Background: an optimization exercise with open tools, aiming at small area and a short achievable clock period. Do not read the settings as production practice.
Function was checked by simulation only, so behaviour that the tests miss may differ from the original.

## the baseline
==> module sd_dma_sink, before the edit <==
module sd_dma_sink #(
   parameter int FIFO_DEPTH_LOG2  = 6,
   parameter int BLOCK_BYTES_LOG2 = 9
) (
   input  logic                     clk,
   input  logic                     reset_n,
   input  logic [31:0]              wb_adr_i,
   input  logic [31:0]              wb_dat_i,
   input  logic [3:0]               wb_sel_i,
   input  logic                     wb_we_i,
   input  logic                     wb_cyc_i,
   input  logic                     wb_stb_i,
   input  logic [2:0]               wb_cti_i,
   input  logic [1:0]               wb_bte_i,
   output logic                     wb_ack_o,
   output logic [31:0]              wb_dat_o,
   input  logic                     flush,
   output logic [7:0]               out_data,
   output logic                     out_valid,
   input  logic                     out_ready,
   output logic                     block_done,
   output logic [FIFO_DEPTH_LOG2:0] fifo_level,
   output logic                     overflow_err
);
   localparam int unsigned DEPTH = 1 << FIFO_DEPTH_LOG2;
   localparam int          LW    = FIFO_DEPTH_LOG2 + 1;
   logic                        ack_q;      
   logic                        ovf_q;
   logic [LW-1:0]               level;      
   logic [31:0]                 st_x;       
   logic                        st_we;      
   logic                        byp_q;      
   logic                        byp2_q;     
   logic                        ph;         
   logic [DEPTH-1:0]            wslot;      
   logic [DEPTH-1:0]            rsel;       
   logic [31:0]                 mem [DEPTH];
   logic [31:0]                 hd_lo_q;    
   logic [31:0]                 hd_hi_q;    
   logic [7:0]                  out_q;      
   logic [23:0]                 rem_q;      
   logic [1:0]                  idx_q;
   logic                        valid_q;
   logic [BLOCK_BYTES_LOG2-1:0] byte_cnt;
   logic                        done_q;
   logic req, take, push, accept, last_byte, pop, load;
   logic [31:0] head;
   assign req       = wb_cyc_i & wb_stb_i;
   assign take      = ~ack_q & req & ~level[LW-1] & ~flush;
   assign push      = take & wb_we_i & (wb_sel_i == 4'hF);
   assign accept    = valid_q & out_ready;
   assign last_byte = accept & (idx_q == 2'd3);
   assign pop       = ~flush & (level != '0) & (~valid_q | last_byte);
   assign load      = (level != '0) & (~valid_q | (out_ready & (idx_q == 2'd3)));
   logic unused_bus;
   assign unused_bus = ^{wb_adr_i, wb_cti_i, wb_bte_i};
   always_ff @(posedge clk or negedge reset_n) begin
      if (!reset_n) begin
         ack_q <= 1'b0;
         ovf_q <= 1'b0;
      end else begin
         ack_q <= take;
         if (take & wb_we_i & (wb_sel_i != 4'hF)) ovf_q <= 1'b1;
      end
   end
   assign wb_ack_o     = ack_q;
   assign wb_dat_o     = '0;
   assign overflow_err = ovf_q;
   always_ff @(posedge clk or negedge reset_n) begin
      if (!reset_n) begin
         level  <= '0;
         st_we  <= 1'b0;
         byp_q  <= 1'b0;
         byp2_q <= 1'b0;
      end else begin
         st_we  <= push;
         byp_q  <= push & ((level == '0) | ((level == LW'(1)) & pop));
         byp2_q <= byp_q & ~pop & ~flush;
         if (flush) level <= '0;
         else case ({push, pop})
            2'b10:   level <= level + 1'b1;
            2'b01:   level <= level - 1'b1;
            default: level <= level;
         endcase
      end
   end
   always_ff @(posedge clk) begin
      if (push) st_x <= wb_dat_i ^ {32{~ph}};
   end
   assign fifo_level = level;
   logic [31:0] col;
   logic [31:0] rd_lo [DEPTH/2+1];
   logic [31:0] rd_hi [DEPTH/2+1];
   always_ff @(posedge clk or negedge reset_n) begin
      if (!reset_n) ph <= 1'b0;
      else          ph <= ~ph;
   end
   assign col = st_we ? st_x : {32{~level[LW-1]}};
   always_ff @(posedge clk or negedge reset_n) begin
      if (!reset_n)   wslot <= DEPTH'(1);
      else if (flush) wslot <= DEPTH'(1);
      else if (st_we) wslot <= {wslot[DEPTH-2:0], wslot[DEPTH-1]};
   end
   always_ff @(posedge clk or negedge reset_n) begin
      if (!reset_n)   rsel <= DEPTH'(1);
      else if (flush) rsel <= DEPTH'(1);
      else if (pop)   rsel <= {rsel[DEPTH-2:0], rsel[DEPTH-1]};
   end
   for (genvar i = 0; i < DEPTH; i++) begin : g_row
      always_ff @(posedge clk) begin
         mem[i] <= ~(({32{wslot[i]}} & col) | mem[i]);
      end
   end
   assign rd_lo[0] = '0;
   assign rd_hi[0] = '0;
   for (genvar i = 0; i < DEPTH/2; i++) begin : g_rd
      assign rd_lo[i+1] = rd_lo[i] | (mem[i] & {32{rsel[i]}});
      assign rd_hi[i+1] = rd_hi[i] | (mem[DEPTH/2+i] & {32{rsel[DEPTH/2+i]}});
   end
   always_ff @(posedge clk) begin
      hd_lo_q <= rd_lo[DEPTH/2];
      hd_hi_q <= rd_hi[DEPTH/2];
   end
   assign head = ((byp_q | byp2_q) ? st_x : (hd_lo_q | hd_hi_q)) ^ {32{~byp_q ^ ph}};
   always_ff @(posedge clk or negedge reset_n) begin
      if (!reset_n) begin
         idx_q   <= '0;
         valid_q <= 1'b0;
      end else if (flush) begin
         idx_q   <= '0;
         valid_q <= 1'b0;
      end else if (pop) begin
         idx_q   <= '0;
         valid_q <= 1'b1;
      end else if (accept) begin
         idx_q <= idx_q + 1'b1;
         if (idx_q == 2'd3) valid_q <= 1'b0;
      end
   end
   always_ff @(posedge clk) begin
      if (load) begin
         rem_q <= head[31:8];
      end else if (out_ready) begin
         rem_q[15:0] <= rem_q[23:8];
      end
   end
   logic sel_ld, sel_sh, sel_hd;
   assign sel_ld = load;
   assign sel_sh = ~load & out_ready;
   assign sel_hd = ~load & ~out_ready;
   always_ff @(posedge clk) begin
      out_q <= (head[7:0] & {8{sel_ld}}) | (rem_q[7:0] & {8{sel_sh}}) |
               (out_q & {8{sel_hd}});
   end
   assign out_data  = out_q;
   assign out_valid = valid_q;
   always_ff @(posedge clk or negedge reset_n) begin
      if (!reset_n) begin
         byte_cnt <= '0;
         done_q   <= 1'b0;
      end else if (flush) begin
         byte_cnt <= '0;
         done_q   <= 1'b0;
      end else begin
         done_q <= accept & (byte_cnt == '1);
         if (accept) byte_cnt <= byte_cnt + 1'b1;
      end
   end
   assign block_done = done_q;
endmodule
export LEC_CHECK = 0
export CAP_MARGIN = 20
export CORE_MARGIN = 2
export CORE_UTILIZATION = 50
export CTS_CLUSTER_DIAMETER = 90
export CTS_CLUSTER_SIZE = 25
export SETUP_SLACK_MARGIN = 2.7
export SLEW_MARGIN = 20
create_clock -name core_clock -period 5.0 [get_ports {clk}]
standard.sh (not shown) runs the stock make flow with config.mk's settings and CLKGATE_MAP_FILE= SYNTH_SCRIPT=/design/flow/synth_recipe.tcl, a recipe that flattens the netlist after the stock synthesis.
==> flow/flow/run.sh <==
#!/bin/bash
# The standard layout (standard.sh) with two changes:
#  - the port buffers inserted during placement are sky130_fd_sc_hd__buf_4
#    (buffer_ports otherwise picks a delay cell on this platform);
#  - clock tree synthesis without dummy loads, sink clusters of at most 25
#    flip-flops within 90 um.
set -e
export BUFFER_PORTS_ARGS="-buffer_cell sky130_fd_sc_hd__buf_4"
export CTS_ARGS="-sink_clustering_enable -repair_clock_nets -sink_clustering_size 25 -sink_clustering_max_diameter 90 -dont_use_dummy_load"
bash standard.sh > standard_flow.log 2>&1
The baseline finished all stages; the layout is clean.
For the candidate, these inputs were changed with respect to the baseline:
==> flow/design.v <==
module sd_dma_sink #(
   parameter int FIFO_DEPTH_LOG2  = 6,
   parameter int BLOCK_BYTES_LOG2 = 9
) (
   input  logic                     clk,
   input  logic                     reset_n,
   input  logic [31:0]              wb_adr_i,
   input  logic [31:0]              wb_dat_i,
   input  logic [3:0]               wb_sel_i,
   input  logic                     wb_we_i,
   input  logic                     wb_cyc_i,
   input  logic                     wb_stb_i,
   input  logic [2:0]               wb_cti_i,
   input  logic [1:0]               wb_bte_i,
   output logic                     wb_ack_o,
   output logic [31:0]              wb_dat_o,
   input  logic                     flush,
   output logic [7:0]               out_data,
   output logic                     out_valid,
   input  logic                     out_ready,
   output logic                     block_done,
   output logic [FIFO_DEPTH_LOG2:0] fifo_level,
   output logic                     overflow_err
);
   localparam int unsigned DEPTH = 1 << FIFO_DEPTH_LOG2;
   localparam int          LW    = FIFO_DEPTH_LOG2 + 1;
   logic                        ack_q;      
   logic                        ovf_q;
   logic [LW-1:0]               level;      
   logic [31:0]                 st_x;       
   logic                        st_we;      
   logic                        byp_q;      
   logic                        byp2_q;     
   logic                        ph;         
   logic [DEPTH-1:0]            wslot;      
   logic [DEPTH-1:0]            rsel;       
   logic [31:0]                 mem [DEPTH];
   logic [31:0]                 hd_q;       
   logic [7:0]                  out_q;      
   logic [23:0]                 rem_q;      
   logic [1:0]                  idx_q;
   logic                        valid_q;
   logic [BLOCK_BYTES_LOG2-1:0] byte_cnt;
   logic                        done_q;
   logic req, take, push, accept, last_byte, pop, load;
   logic [31:0] head;
   assign req       = wb_cyc_i & wb_stb_i;
   assign take      = ~ack_q & req & ~level[LW-1] & ~flush;
   assign push      = take & wb_we_i & (wb_sel_i == 4'hF);
   assign accept    = valid_q & out_ready;
   assign last_byte = accept & (idx_q == 2'd3);
   assign pop       = ~flush & (level != '0) & (~valid_q | last_byte);
   assign load      = (level != '0) & (~valid_q | (out_ready & (idx_q == 2'd3)));
   logic unused_bus;
   assign unused_bus = ^{wb_adr_i, wb_cti_i, wb_bte_i};
   always_ff @(posedge clk or negedge reset_n) begin
      if (!reset_n) begin
         ack_q <= 1'b0;
         ovf_q <= 1'b0;
      end else begin
         ack_q <= take;
         if (take & wb_we_i & (wb_sel_i != 4'hF)) ovf_q <= 1'b1;
      end
   end
   assign wb_ack_o     = ack_q;
   assign wb_dat_o     = '0;
   assign overflow_err = ovf_q;
   always_ff @(posedge clk or negedge reset_n) begin
      if (!reset_n) begin
         level  <= '0;
         st_we  <= 1'b0;
         byp_q  <= 1'b0;
         byp2_q <= 1'b0;
      end else begin
         st_we  <= push;
         byp_q  <= push & ((level == '0) | ((level == LW'(1)) & pop));
         byp2_q <= byp_q & ~pop & ~flush;
         if (flush) level <= '0;
         else case ({push, pop})
            2'b10:   level <= level + 1'b1;
            2'b01:   level <= level - 1'b1;
            default: level <= level;
         endcase
      end
   end
   always_ff @(posedge clk) begin
      if (push) st_x <= wb_dat_i ^ {32{~ph}};
   end
   assign fifo_level = level;
   logic [31:0] col;
   logic [31:0] rd_or [DEPTH+1];
   always_ff @(posedge clk or negedge reset_n) begin
      if (!reset_n) ph <= 1'b0;
      else          ph <= ~ph;
   end
   assign col = st_we ? st_x : {32{~level[LW-1]}};
   always_ff @(posedge clk or negedge reset_n) begin
      if (!reset_n)   wslot <= DEPTH'(1);
      else if (flush) wslot <= DEPTH'(1);
      else if (st_we) wslot <= {wslot[DEPTH-2:0], wslot[DEPTH-1]};
   end
   always_ff @(posedge clk or negedge reset_n) begin
      if (!reset_n)   rsel <= DEPTH'(1);
      else if (flush) rsel <= DEPTH'(1);
      else if (pop)   rsel <= {rsel[DEPTH-2:0], rsel[DEPTH-1]};
   end
   assign rd_or[0] = '0;
   for (genvar i = 0; i < DEPTH; i++) begin : g_row
      always_ff @(posedge clk) begin
         mem[i] <= ~(({32{wslot[i]}} & col) | mem[i]);
      end
      assign rd_or[i+1] = rd_or[i] | (mem[i] & {32{rsel[i]}});
   end
   always_ff @(posedge clk) begin
      hd_q <= rd_or[DEPTH];
   end
   assign head = ((byp_q | byp2_q) ? st_x : hd_q) ^ {32{~byp_q ^ ph}};
   always_ff @(posedge clk or negedge reset_n) begin
      if (!reset_n) begin
         idx_q   <= '0;
         valid_q <= 1'b0;
      end else if (flush) begin
         idx_q   <= '0;
         valid_q <= 1'b0;
      end else if (pop) begin
         idx_q   <= '0;
         valid_q <= 1'b1;
      end else if (accept) begin
         idx_q <= idx_q + 1'b1;
         if (idx_q == 2'd3) valid_q <= 1'b0;
      end
   end
   always_ff @(posedge clk) begin
      if (load) begin
         rem_q <= head[31:8];
      end else if (out_ready) begin
         rem_q[15:0] <= rem_q[23:8];
      end
   end
   logic sel_ld, sel_sh, sel_hd;
   assign sel_ld = load;
   assign sel_sh = ~load & out_ready;
   assign sel_hd = ~load & ~out_ready;
   always_ff @(posedge clk) begin
      out_q <= (head[7:0] & {8{sel_ld}}) | (rem_q[7:0] & {8{sel_sh}}) |
               (out_q & {8{sel_hd}});
   end
   assign out_data  = out_q;
   assign out_valid = valid_q;
   always_ff @(posedge clk or negedge reset_n) begin
      if (!reset_n) begin
         byte_cnt <= '0;
         done_q   <= 1'b0;
      end else if (flush) begin
         byte_cnt <= '0;
         done_q   <= 1'b0;
      end else begin
         done_q <= accept & (byte_cnt == '1);
         if (accept) byte_cnt <= byte_cnt + 1'b1;
      end
   end
   assign block_done = done_q;
endmodule
Notes after the runs:
Compared with the baseline, the router placed more vias in the candidate.
Relative to the baseline, the number of CTS-inserted buffers measured on the candidate has decreased slightly.
In the metrics for the baseline and the candidate, the one carrying the lower non-clock buffering overhead in the final layout is the baseline.
Multi-input combinational gate total of the candidate falls short of that of the baseline by a few percent.
Delta (the candidate minus the baseline): cell area after synthesis rose 0.53%, total half-perimeter wirelength after legalization and detailed placement rose 27%.

==> afterwards: timing with drivers on the ports <==
How much do the figures lean on ideal ports? The routed layouts below were timed once more, with nothing changed but the port constraints.
Step 1, drivers: a clkbuf_16 drives clk and a buf_2 each remaining input, both assumed.
Step 2 adds t to the input delays and takes it off the output delays; t is the mean of the earliest and latest rising clock arrival at the registers after step 1. Input paths then give back, and output paths get back, about the clock's delay inside the block.
Three values: ideal, step 1, step 2; two values: the first two.
run | t (ns) | slack for setup (ns) | hold WS [ns]
the baseline | 0.845 | 2.633 / 2.573 / 2.018 | 0.315 / 0.287 / 0.402
the candidate | 0.842 | 2.581 / 2.581 / 2.144 | 0.342 / 0.301 / 0.410
After both steps every run listed still meets setup and hold. For the baseline, which loses most, drivers alone change the setup slack by -0.060 ns; drivers and shift together by -0.615 ns.
